Source: an optimization exercise on an open RTL-to-GDS flow (aim: small area, a short achievable clock period and few clock cycles per item). Production flows keep margins and buffers that such runs may drop. Only simulation tests tie the RTL to the original design; equivalence was not proved.

==> inputs of sierra <==
==> flow/design.v (excerpt) <==
module face_track_associator #(
  parameter int unsigned MAX_FACES = fta_pkg::MAX_FACES_DEF
) (
  input  logic                        clk_i,
  input  logic                        rst_ni,
  input  logic                        in_valid,
  output logic                        in_ready,
  input  logic                        in_func,
  input  logic [fta_pkg::COORD_W-1:0] in_det_x,
  input  logic [fta_pkg::COORD_W-1:0] in_det_y,
  input  logic [fta_pkg::COORD_W-1:0] in_det_width,
  input  logic [fta_pkg::COORD_W-1:0] in_det_height,
  input  logic                        in_passes_check,
  output logic                        out_valid,
  input  logic                        out_ready,
  output logic                        out_result_kind,
  output logic                        out_matched,
  output logic [fta_pkg::COORD_W-1:0] out_kept_x,
  output logic [fta_pkg::COORD_W-1:0] out_kept_y,
  output logic                        out_stored,
  output logic                        out_overflow,
  output logic [fta_pkg::TRACK_W-1:0] out_tracked_count,
  input  logic                        psel,
  input  logic                        penable,
  input  logic                        pwrite,
  input  logic [fta_pkg::APB_AW-1:0]  paddr,
  input  logic [fta_pkg::APB_DW-1:0]  pwdata,
  output logic [fta_pkg::APB_DW-1:0]  prdata,
  output logic                        pready
);
make LEC_CHECK=0 CAP_MARGIN=20 CORE_MARGIN=2 CORE_UTILIZATION=40 SLEW_MARGIN=20 finish   # period 8.5 ns
run.sh (not shown) runs the stock make flow with config.mk's settings and CLKGATE_MAP_FILE= SYNTH_SCRIPT=/design/flow/synth_recipe.tcl, a recipe that flattens the netlist after the stock synthesis.
==> ember: changes against sierra <==
--- a/flow/design.v
+++ b/flow/design.v
@@ -110,30 +110,30 @@
   assign hmy_in    = den_zero ? '0 : bound_mask(mnum, msb_of(in_det_height), mden);
   logic          a_v_q, a_func_q, a_pass_q, a_first_q, a_nocand_q;
   logic [CW-1:0] a_x_q, a_y_q, a_w_q, a_h_q;
   logic [FB-1:0] a_hmx_q, a_hmy_q;
   logic [N-1:0]  a_iss_q;
+  localparam int unsigned LW = fta_pkg::LIMIT_W;        
+  localparam int unsigned SW = CW + CW + TW + 1;          
+  localparam int unsigned MW = SW + 1;                    
   logic          e1_v_q, e1_sv_q, e1_first_q, e1_last_q, e1_func_q, e1_pass_q;
   logic [3:0]    e1_idx_q;
   logic [CW-1:0] e1_tx_q, e1_ty_q, e1_x_q, e1_y_q, e1_w_q, e1_h_q;
+  logic [TW+CW-1:0] e1_nw_q;
   logic          e2_v_q, e2_sv_q, e2_first_q, e2_last_q, e2_func_q, e2_pass_q;
   logic [3:0]    e2_idx_q;
-  logic [CW-1:0] e2_tx_q, e2_ty_q, e2_x_q, e2_y_q, e2_w_q, e2_h_q, e2_dx_q, e2_dy_q;
-  logic [2*CW-1:0] e2_wh_q;
-  logic          e3_v_q, e3_sv_q, e3_first_q, e3_last_q, e3_func_q, e3_pass_q;
+  logic [CW-1:0] e2_tx_q, e2_ty_q, e2_x_q, e2_y_q, e2_dx_q, e2_dy_q;
+  logic [CW+TW-1:0] e2_hd_q, e2_wd_q;
+  logic [LW-1:0] e2_lim_q;
+  logic          e3_v_q, e3_cand_q, e3_first_q, e3_last_q, e3_func_q, e3_pass_q;
   logic [3:0]    e3_idx_q;
-  logic [CW-1:0] e3_tx_q, e3_ty_q, e3_x_q, e3_y_q;
-  logic [fta_pkg::DIST_W-1:0]  e3_d_q;
-  logic [2*CW-1:0] e3_wh_q;
-  logic          c_v_q, c_cand_q, c_first_q, c_last_q, c_func_q, c_pass_q;
-  logic [3:0]    c_idx_q;
-  logic [CW-1:0] c_px_q, c_py_q;
-  logic [fta_pkg::DIST_W-1:0]  c_d_q;
+  logic [CW-1:0] e3_px_q, e3_py_q;
+  logic [MW-1:0] e3_m_q;
   logic          found_q;
   logic [3:0]    bidx_q;
   logic [CW-1:0] bx_q, by_q;
-  logic [fta_pkg::DIST_W-1:0]  bd_q;
+  logic [MW-1:0] bm_q;
   logic          out_v_q, sk_v_q;
   logic [RW-1:0] out_q, sk_q, res;
   logic          adv;
   assign adv = !sk_v_q;
   logic [N-1:0]  pass, sv, rem, sel, pend;
@@ -155,16 +155,14 @@
   assign rem = sv & ~a_iss_q;
   always_comb begin
     pend = '0;
     if (e1_v_q && e1_sv_q) pend[e1_idx_q] = 1'b1;
     if (e2_v_q && e2_sv_q) pend[e2_idx_q] = 1'b1;
-    if (e3_v_q && e3_sv_q) pend[e3_idx_q] = 1'b1;
-    if (c_v_q && c_cand_q) pend[c_idx_q] = 1'b1;
+    if (e3_v_q && e3_cand_q) pend[e3_idx_q] = 1'b1;
     if (found_q) pend[bidx_q] = 1'b1;
   end
-  assign fe_inflight = (e1_v_q && e1_func_q) || (e2_v_q && e2_func_q) || (e3_v_q && e3_func_q) ||
-                       (c_v_q && c_func_q);
+  assign fe_inflight = (e1_v_q && e1_func_q) || (e2_v_q && e2_func_q) || (e3_v_q && e3_func_q);
   assign blk         = (!a_func_q && fe_inflight) || ((rem & pend) != '0);
   assign can_issue   = a_v_q && adv && !blk;
   always_comb begin
     logic seen;
     seen = 1'b0;
@@ -210,43 +208,34 @@
     end else if (can_issue) begin
       a_iss_q    <= a_iss_q | sel;
       a_first_q  <= 1'b0;
     end
   end
-  logic [CW-1:0]   dx1, dy1;
-  logic [2*CW-1:0] wh1;
-  assign dx1 = (e1_x_q >= e1_tx_q) ? e1_x_q - e1_tx_q : e1_tx_q - e1_x_q;
-  assign dy1 = (e1_y_q >= e1_ty_q) ? e1_y_q - e1_ty_q : e1_ty_q - e1_y_q;
-  assign wh1 = (2*CW)'(e1_w_q) * (2*CW)'(e1_h_q);
-  logic [fta_pkg::DIST_W-1:0] d2;
-  logic [fta_pkg::DIST_W-1:0] dx2, dy2, w2, h2;
-  assign dx2 = fta_pkg::DIST_W'(e2_dx_q);
-  assign dy2 = fta_pkg::DIST_W'(e2_dy_q);
-  assign w2  = fta_pkg::DIST_W'(e2_w_q);
-  assign h2  = fta_pkg::DIST_W'(e2_h_q);
-  assign d2  = dx2 * h2 + dy2 * w2;
-  logic [fta_pkg::SCALED_W+1:0] diff3;
-  logic cand3;
-  localparam int unsigned SW2 = fta_pkg::SCALED_W + 2;
-  logic [SW2-1:0] wh3, d3, num3, den3;
-  assign wh3   = SW2'(e3_wh_q);
-  assign d3    = SW2'(e3_d_q);
-  assign num3  = SW2'(num_q);
-  assign den3  = SW2'(den_q);
-  assign diff3 = wh3 * num3 - d3 * den3 - SW2'(1);
-  assign cand3 = e3_sv_q && !diff3[fta_pkg::SCALED_W+1];
+  logic [CW-1:0]    dx1, dy1;
+  logic [TW-1:0]    den1;
+  logic [CW+TW-1:0] hd1, wd1;
+  logic [LW-1:0]    lim1;
+  assign dx1  = (e1_x_q >= e1_tx_q) ? e1_x_q - e1_tx_q : e1_tx_q - e1_x_q;
+  assign dy1  = (e1_y_q >= e1_ty_q) ? e1_y_q - e1_ty_q : e1_ty_q - e1_y_q;
+  assign den1 = den_zero ? TW'(1) : den_q;
+  assign hd1  = (CW+TW)'(e1_h_q) * (CW+TW)'(den1);
+  assign wd1  = (CW+TW)'(e1_w_q) * (CW+TW)'(den1);
+  assign lim1 = LW'(e1_nw_q) * LW'(e1_h_q);
+  logic [MW-1:0] m2;
+  logic          cand2;
+  assign m2    = MW'(e2_lim_q) - MW'(e2_dx_q) * MW'(e2_hd_q) - MW'(e2_dy_q) * MW'(e2_wd_q)
+               - MW'(1);
+  assign cand2 = e2_sv_q && (den_zero || !m2[MW-1]);
   always_ff @(posedge clk_i or negedge rst_ni) begin
     if (!rst_ni) begin
       e1_v_q <= 1'b0;
       e2_v_q <= 1'b0;
       e3_v_q <= 1'b0;
-      c_v_q  <= 1'b0;
     end else if (adv) begin
       e1_v_q <= can_issue;
       e2_v_q <= e1_v_q;
       e3_v_q <= e2_v_q;
-      c_v_q  <= e3_v_q;
     end
   end
   always_ff @(posedge clk_i) begin
     if (adv) begin
       e1_sv_q    <= (rem != '0);
@@ -259,74 +248,63 @@
       e1_ty_q    <= sel_y;
       e1_x_q     <= a_x_q;
       e1_y_q     <= a_y_q;
       e1_w_q     <= a_w_q;
       e1_h_q     <= a_h_q;
+      e1_nw_q    <= (TW+CW)'(num_q) * (TW+CW)'(a_w_q);
       e2_sv_q    <= e1_sv_q;
       e2_first_q <= e1_first_q;
       e2_last_q  <= e1_last_q;
       e2_func_q  <= e1_func_q;
       e2_pass_q  <= e1_pass_q;
       e2_idx_q   <= e1_idx_q;
       e2_tx_q    <= e1_tx_q;
       e2_ty_q    <= e1_ty_q;
       e2_x_q     <= e1_x_q;
       e2_y_q     <= e1_y_q;
-      e2_w_q     <= e1_w_q;
-      e2_h_q     <= e1_h_q;
       e2_dx_q    <= dx1;
       e2_dy_q    <= dy1;
-      e2_wh_q    <= wh1;
-      e3_sv_q    <= e2_sv_q;
+      e2_hd_q    <= hd1;
+      e2_wd_q    <= wd1;
+      e2_lim_q   <= lim1;
+      e3_cand_q  <= cand2;
       e3_first_q <= e2_first_q;
       e3_last_q  <= e2_last_q;
       e3_func_q  <= e2_func_q;
       e3_pass_q  <= e2_pass_q;
       e3_idx_q   <= e2_idx_q;
-      e3_tx_q    <= e2_tx_q;
-      e3_ty_q    <= e2_ty_q;
-      e3_x_q     <= e2_x_q;
-      e3_y_q     <= e2_y_q;
-      e3_d_q     <= d2;
-      e3_wh_q    <= e2_wh_q;
-      c_cand_q   <= cand3;
-      c_first_q  <= e3_first_q;
-      c_last_q   <= e3_last_q;
-      c_func_q   <= e3_func_q;
-      c_pass_q   <= e3_pass_q;
-      c_idx_q    <= e3_idx_q;
-      c_px_q     <= cand3 ? e3_tx_q : e3_x_q;
-      c_py_q     <= cand3 ? e3_ty_q : e3_y_q;
-      c_d_q      <= e3_d_q;
+      e3_px_q    <= cand2 ? e2_tx_q : e2_x_q;
+      e3_py_q    <= cand2 ? e2_ty_q : e2_y_q;
+      e3_m_q     <= m2;
     end
   end
   logic          acc_found, hit, nfound, commit, take, full, stored;
   logic [3:0]    nidx;
   logic [CW-1:0] kx, ky;
   logic [4:0]    cnt_d;
-  assign acc_found = found_q && !c_first_q;
-  assign hit       = c_cand_q && (!acc_found || (c_d_q < bd_q));
+  assign acc_found = found_q && !e3_first_q;
+  assign hit       = e3_cand_q && (!acc_found || ({~e3_m_q[MW-1], e3_m_q[MW-2:0]} > {~bm_q[MW-1], bm_q[MW-2:0]}));
   assign nfound    = acc_found || hit;
-  assign nidx      = hit ? c_idx_q : bidx_q;
-  assign kx        = (acc_found && !hit) ? bx_q : c_px_q;
-  assign ky        = (acc_found && !hit) ? by_q : c_py_q;
-  assign commit    = adv && c_v_q && c_last_q;
-  assign take      = nfound || c_pass_q;
+  assign nidx      = hit ? e3_idx_q : bidx_q;
+  assign kx        = (acc_found && !hit) ? bx_q : e3_px_q;
+  assign ky        = (acc_found && !hit) ? by_q : e3_py_q;
+  assign commit    = adv && e3_v_q && e3_last_q;
+  assign take      = nfound || e3_pass_q;
   assign full      = cnt_q[4];
   assign stored    = take && !full;
   assign cnt_d     = cnt_q + 5'(stored);
-  assign res = c_func_q ? {fta_pkg::KIND_FRAME_END, 1'b0, CW'(0), CW'(0), 1'b0, 1'b0, cnt_q}
+  assign res = e3_func_q ? {fta_pkg::KIND_FRAME_END, 1'b0, CW'(0), CW'(0), 1'b0, 1'b0, cnt_q}
                          : {fta_pkg::KIND_VERDICT, nfound, kx, ky, stored, take && full, cnt_d};
   always_ff @(posedge clk_i or negedge rst_ni) begin
     if (!rst_ni) begin
       found_q <= 1'b0;
       olive_q <= '0;
       cnt_q   <= '0;
-    end else if (adv && c_v_q) begin
-      if (c_last_q) begin
+    end else if (adv && e3_v_q) begin
+      if (e3_last_q) begin
         found_q <= 1'b0;
-        if (c_func_q) begin
+        if (e3_func_q) begin
           for (int i = 0; i < N; i++) olive_q[i] <= (5'(i) < cnt_q);
           cnt_q <= '0;
         end else begin
           if (nfound) olive_q[nidx] <= 1'b0;
           cnt_q <= cnt_d;
@@ -335,24 +313,24 @@
         found_q <= nfound;
       end
     end
   end
   always_ff @(posedge clk_i) begin
-    if (adv && c_v_q && !c_last_q && hit) begin
-      bidx_q <= c_idx_q;
-      bx_q   <= c_px_q;
-      by_q   <= c_py_q;
-      bd_q   <= c_d_q;
+    if (adv && e3_v_q && !e3_last_q && hit) begin
+      bidx_q <= e3_idx_q;
+      bx_q   <= e3_px_q;
+      by_q   <= e3_py_q;
+      bm_q   <= e3_m_q;
     end
   end
   always_ff @(posedge clk_i) begin
     for (int i = 0; i < N; i++) begin
-      if (commit && c_func_q) begin
+      if (commit && e3_func_q) begin
         ox_q[i] <= nx_q[i];
         oy_q[i] <= ny_q[i];
       end
-      if (commit && !c_func_q && stored && (cnt_q[3:0] == 4'(i))) begin
+      if (commit && !e3_func_q && stored && (cnt_q[3:0] == 4'(i))) begin
         nx_q[i] <= kx;
         ny_q[i] <= ky;
       end
     end
   end
==> summary.txt <==
Origin of the worst setup path: ember a_x_q[4]; sierra a_y_q[8]
Area post-placement: ember 108000 sq um; sierra 100000 sq um
Count of cells resized by post-cts repair: ember 15; sierra 0
Xor and xnor fraction of the mapped netlist area: ember 3.97%; sierra 3.54%
Result of the run: ember finished clean; sierra finished clean
Via count normalized by instance count: ember 5.51; sierra 5.48
Critical path depth: ember 17; sierra 16
CORE AREA: ember 253000 sq um; sierra 235000 sq um
Count of placed standard cells including taps: ember 12.9k; sierra 11.4k
Number of diodes: ember 5; sierra 7
Clock transition at path regs: ember 0.07 ns; sierra 0.06 ns
Max stage delay cell, worst path: ember edfxtp_1; sierra or4_1
Starting density of the core: ember 40.2%; sierra 40.2%
Testbench counts of sierra, summed over its fixed seeds: cycles 5,825, items 3,950.
Testbench counts of ember, summed over its fixed seeds: cycles 5,441, items 3,950.

==> inputs of run H <==
Another version of the RTL of face_track_associator (not shown whole).
==> flow/design.v (excerpt) <==
module face_track_associator #(
  parameter int unsigned MAX_FACES = fta_pkg::MAX_FACES_DEF
) (
  input  logic                        clk_i,
  input  logic                        rst_ni,
  input  logic                        in_valid,
  output logic                        in_ready,
  input  logic                        in_func,
  input  logic [fta_pkg::COORD_W-1:0] in_det_x,
  input  logic [fta_pkg::COORD_W-1:0] in_det_y,
  input  logic [fta_pkg::COORD_W-1:0] in_det_width,
  input  logic [fta_pkg::COORD_W-1:0] in_det_height,
  input  logic                        in_passes_check,
  output logic                        out_valid,
  input  logic                        out_ready,
  output logic                        out_result_kind,
  output logic                        out_matched,
  output logic [fta_pkg::COORD_W-1:0] out_kept_x,
  output logic [fta_pkg::COORD_W-1:0] out_kept_y,
  output logic                        out_stored,
  output logic                        out_overflow,
  output logic [fta_pkg::TRACK_W-1:0] out_tracked_count,
  input  logic                        psel,
  input  logic                        penable,
  input  logic                        pwrite,
  input  logic [fta_pkg::APB_AW-1:0]  paddr,
  input  logic [fta_pkg::APB_DW-1:0]  pwdata,
  output logic [fta_pkg::APB_DW-1:0]  prdata,
  output logic                        pready
);
Settings: LEC_CHECK=0, CAP_MARGIN=20, CORE_MARGIN=2, CORE_UTILIZATION=40, CTS_BUF_LIST=sky130_fd_sc_hd__clkbuf_8, SETUP_SLACK_MARGIN=1.5, SLEW_MARGIN=20; clock period 8.5 ns.
==> run M (differences from run H) <==
--- a/flow/design.v
+++ b/flow/design.v
@@ -67,17 +67,17 @@
   input  logic [fta_pkg::APB_AW-1:0]  paddr,
   input  logic [fta_pkg::APB_DW-1:0]  pwdata,
   output logic [fta_pkg::APB_DW-1:0]  prdata,
   output logic                        pready
 );
   localparam int unsigned N  = 16;
   localparam int unsigned CW = fta_pkg::COORD_W;
   localparam int unsigned TW = fta_pkg::THRESH_W;
-  localparam int unsigned FB = 8;                
+  localparam int unsigned FB = 6;                
   localparam int unsigned RW = 1 + 1 + CW + CW + 1 + 1 + fta_pkg::TRACK_W;
   logic [TW-1:0] num_q, den_q, den1_q;
   logic          den_zero_q;
   assign pready = 1'b1;
   always_ff @(posedge clk_i or negedge rst_ni) begin
     if (!rst_ni) begin
       num_q      <= fta_pkg::THRESH_NUM_RST;
       den_q      <= fta_pkg::THRESH_DEN_RST;
@@ -97,34 +97,38 @@
   logic [N-1:0][CW-1:0] ox_q, oy_q;    
   logic [N-1:0][CW-1:0] nx_q, ny_q;    
   logic [N-1:0]         olive_q;       
   logic [4:0]           cnt_q;         
   function automatic logic [3:0] msb_of(input logic [TW-1:0] v);
     msb_of = '0;
     for (int b = 0; b < TW; b++) if (v[b]) msb_of = 4'(b);
   endfunction
-  function automatic logic [2*FB-1:0] window(input logic [FB-1:0] c, input logic [TW+CW-1:0] nv,
+  localparam int unsigned NW = TW + FB;          
+  function automatic logic [2*FB-1:0] window(input logic [FB-1:0] c, input logic [NW-1:0] nv,
                                              input logic [3:0] md, input logic all);
-    logic [TW+CW-1:0] q;
-    logic [FB:0]      bnd, lo, hi;
-    q   = nv >> (md + 4'd4);
-    bnd = (q >= (TW+CW)'(1 << FB) - 1) ? {(FB+1){1'b1}} : (FB+1)'(q) + (FB+1)'(1);
+    logic [NW-1:0] q;
+    logic [FB:0]   bnd, lo, hi;
+    q   = nv >> md;
+    bnd = (q >= NW'(1 << FB) - 1) ? {(FB+1){1'b1}} : (FB+1)'(q) + (FB+1)'(1);
     lo  = ((FB+1)'(c) >= bnd) ? (FB+1)'(c) - bnd : '0;
     hi  = (FB+1)'(c) + bnd;
     if (all || bnd[FB]) window = {{FB{1'b1}}, {FB{1'b0}}};
     else window = {hi[FB] ? {FB{1'b1}} : hi[FB-1:0], lo[FB-1:0]};
   endfunction
   logic          p_v_q, p_func_q, p_pass_q;
   logic [CW-1:0] p_x_q, p_y_q, p_w_q, p_h_q;
-  logic [TW+CW-1:0] p_nw_q, p_nh_q;              
+  logic [NW-1:0] p_nw_q, p_nh_q;                 
+  logic [TW+CW-1:0] nw_in, nh_in;
   logic [3:0]    mden;
   logic [FB-1:0] lox_p, hix_p, loy_p, hiy_p;
   logic          den_zero, nocand_p, p_take;
   assign mden     = msb_of(den_q);
+  assign nw_in    = (TW+CW)'(num_q) * (TW+CW)'(in_det_width);
+  assign nh_in    = (TW+CW)'(num_q) * (TW+CW)'(in_det_height);
   assign den_zero = den_zero_q;
   assign nocand_p = (num_q == '0) || (p_w_q == '0) || (p_h_q == '0);
   assign {hix_p, lox_p} = window(p_x_q[CW-1 -: FB], p_nw_q, mden, den_zero);
   assign {hiy_p, loy_p} = window(p_y_q[CW-1 -: FB], p_nh_q, mden, den_zero);
   logic          a_v_q, a_func_q, a_pass_q, a_first_q, a_nocand_q;
   logic [CW-1:0] a_x_q, a_y_q, a_w_q, a_h_q;
   logic [FB-1:0] a_lox_q, a_hix_q, a_loy_q, a_hiy_q;
   logic [N-1:0]  a_iss_q;
@@ -148,17 +152,17 @@
   logic          found_q;
   logic [3:0]    bidx_q;
   logic [CW-1:0] bx_q, by_q;
   logic [DW-1:0] bd_q;
   logic          out_v_q, sk_v_q;
   logic [RW-1:0] out_q, sk_q, res;
   logic          adv;
   assign adv = !sk_v_q;
-  logic [N-1:0]  pass, sv, rem, rdy, sel, pend;
+  logic [N-1:0]  pass, sv, rem, sel, pend;
   logic          fe_inflight, blk, can_issue, slot_last, a_done;
   logic [3:0]    sel_idx;
   logic [CW-1:0] sel_x, sel_y;
   logic [CW:0]   sel_dx, sel_dy;            
   always_comb begin
     for (int i = 0; i < N; i++) begin
       logic [FB-1:0] tx, ty;
       tx = ox_q[i][CW-1 -: FB];
@@ -172,26 +176,25 @@
   always_comb begin
     pend = '0;
     if (e1_v_q && e1_sv_q) pend[e1_idx_q] = 1'b1;
     if (e2_v_q && e2_sv_q) pend[e2_idx_q] = 1'b1;
     if (e3_v_q && e3_cand_q) pend[e3_idx_q] = 1'b1;
     if (found_q) pend[bidx_q] = 1'b1;
   end
   assign fe_inflight = (e1_v_q && e1_func_q) || (e2_v_q && e2_func_q) || (e3_v_q && e3_func_q);
-  assign rdy         = rem & ~pend;
-  assign blk         = (!a_func_q && fe_inflight) || ((rem != '0) && (rdy == '0));
+  assign blk         = (!a_func_q && fe_inflight) || ((rem & pend) != '0);
   assign can_issue   = a_v_q && adv && !blk;
   always_comb begin
     logic seen;
     seen = 1'b0;
     sel  = '0;
     for (int i = 0; i < N; i++) begin
-      sel[i] = rdy[i] && !seen;
-      seen   = seen || rdy[i];
+      sel[i] = rem[i] && !seen;
+      seen   = seen || rem[i];
     end
   end
   always_comb begin
     sel_idx = '0;
     sel_x   = '0;
     sel_y   = '0;
     for (int i = 0; i < N; i++) begin
       if (sel[i]) sel_idx = sel_idx | 4'(i);
@@ -215,18 +218,18 @@
   always_ff @(posedge clk_i) begin
     if (in_valid && in_ready) begin
       p_func_q <= in_func;
       p_pass_q <= in_passes_check;
       p_x_q    <= in_det_x;
       p_y_q    <= in_det_y;
       p_w_q    <= in_det_width;
       p_h_q    <= in_det_height;
-      p_nw_q   <= (TW+CW)'(num_q) * (TW+CW)'(in_det_width);
-      p_nh_q   <= (TW+CW)'(num_q) * (TW+CW)'(in_det_height);
+      p_nw_q   <= nw_in[TW+CW-1 -: NW];
+      p_nh_q   <= nh_in[TW+CW-1 -: NW];
     end
   end
   always_ff @(posedge clk_i or negedge rst_ni) begin
     if (!rst_ni) begin
       a_v_q <= 1'b0;
     end else if (p_take) begin
       a_v_q <= p_v_q;
     end
@@ -319,18 +322,17 @@
       e3_d_q     <= e2_d_q;
     end
   end
   logic          acc_found, hit, nfound, commit, take, full, stored;
   logic [3:0]    nidx;
   logic [CW-1:0] kx, ky;
   logic [4:0]    cnt_d;
   assign acc_found = found_q && !e3_first_q;
-  assign hit       = e3_cand_q && (!acc_found || (e3_d_q < bd_q) ||
-                                    ((e3_d_q == bd_q) && (e3_idx_q < bidx_q)));
+  assign hit       = e3_cand_q && (!acc_found || (e3_d_q < bd_q));
   assign nfound    = acc_found || hit;
   assign nidx      = hit ? e3_idx_q : bidx_q;
   assign kx        = (acc_found && !hit) ? bx_q : e3_px_q;
   assign ky        = (acc_found && !hit) ? by_q : e3_py_q;
   assign commit    = adv && e3_v_q && e3_last_q;
   assign take      = nfound || e3_pass_q;
   assign full      = cnt_q[4];
   assign stored    = take && !full;
SETUP_SLACK_MARGIN = 1.25   (was 1.5)
==> summary of the runs <==
In run M the utilization is lower than in run H, by 1.5 points.
Sequential share of layout area: run M is higher than run H (2.3 points).
In register-to-register slack, run H and run M hardly differ.
Between run H and run M, the lower sequential cell count is in run M (gap 12).
Between run H and run M, the lower die area is in run M (gap about 4%, measured against run M).
==> figures <==
Hold Startpoint: run M ny_q[156]; run H nx_q[78]
Vias in the first global route: run M 62930; run H 67080
Seq/Total Area, Yosys: run M 43.82%; run H 42.52%
CTS sink cnt: run M 1360; run H 1372
Initial antenna violation count: run M 10; run H 12
Post-Layout Cell Count: run M 11250; run H 12090
Clock buffer cells: run M 230; run H 232
Count of cell instances traversed by the critical path: run M 20; run H 24
Critical Path Fanout Max: run M 13; run H 5
Status: run M no timing/DRC/antenna violations; run H no timing/DRC/antenna violations
DP Wirelength: run M 191.5 mm; run H 209.9 mm
Minimum clock period after layout: run M 7.067 ns; run H 7.075 ns
Effective utilization at floorplan: run M 40.15%; run H 40.27%
Testbench counts of run H, summed over its fixed seeds: cycles 4,638, items 3,950.
Testbench counts of run M, summed over its fixed seeds: cycles 4,672, items 3,950.

==> what the ideal ports hide <==
In the flow no input, the clock included, has a driving cell. The finished layouts below were timed again as built, in two steps.
Step 1 (the two cells are an assumption about what drives the block):
set clk [get_ports {clk_i}]
set_driving_cell -lib_cell sky130_fd_sc_hd__clkbuf_16 $clk
set_driving_cell -lib_cell sky130_fd_sc_hd__buf_2 [delete_from_list [all_inputs] $clk]
Step 2 times the ports against the registers' clock, not the clock port: input delays grow and output delays shrink by t, the midpoint of the rising clock arrivals with the driver on.
Three values: ideal, step 1, step 2; two values: the first two.
run	t, ns	slack for setup (ns)	hold WS [ns]	latest minus earliest clock arrival (ns)
sierra	0.892	0.158 / 0.069 / 0.449	0.375 / 0.375 / 0.375	0.083 / 0.084
ember	0.920	0.148 / 0.048 / 0.296	0.370 / 0.370 / 0.370	0.111 / 0.111
run H	1.016	1.425 / 1.425 / 1.189	0.361 / 0.361 / 0.361	0.103 / 0.104
run M	1.031	1.433 / 1.375 / 1.235	0.343 / 0.343 / 0.343	0.119 / 0.120
After both steps setup and hold are still met in every run listed. For run H, which loses most, drivers alone change the setup slack by 0.000 ns; drivers and shift together by -0.236 ns.
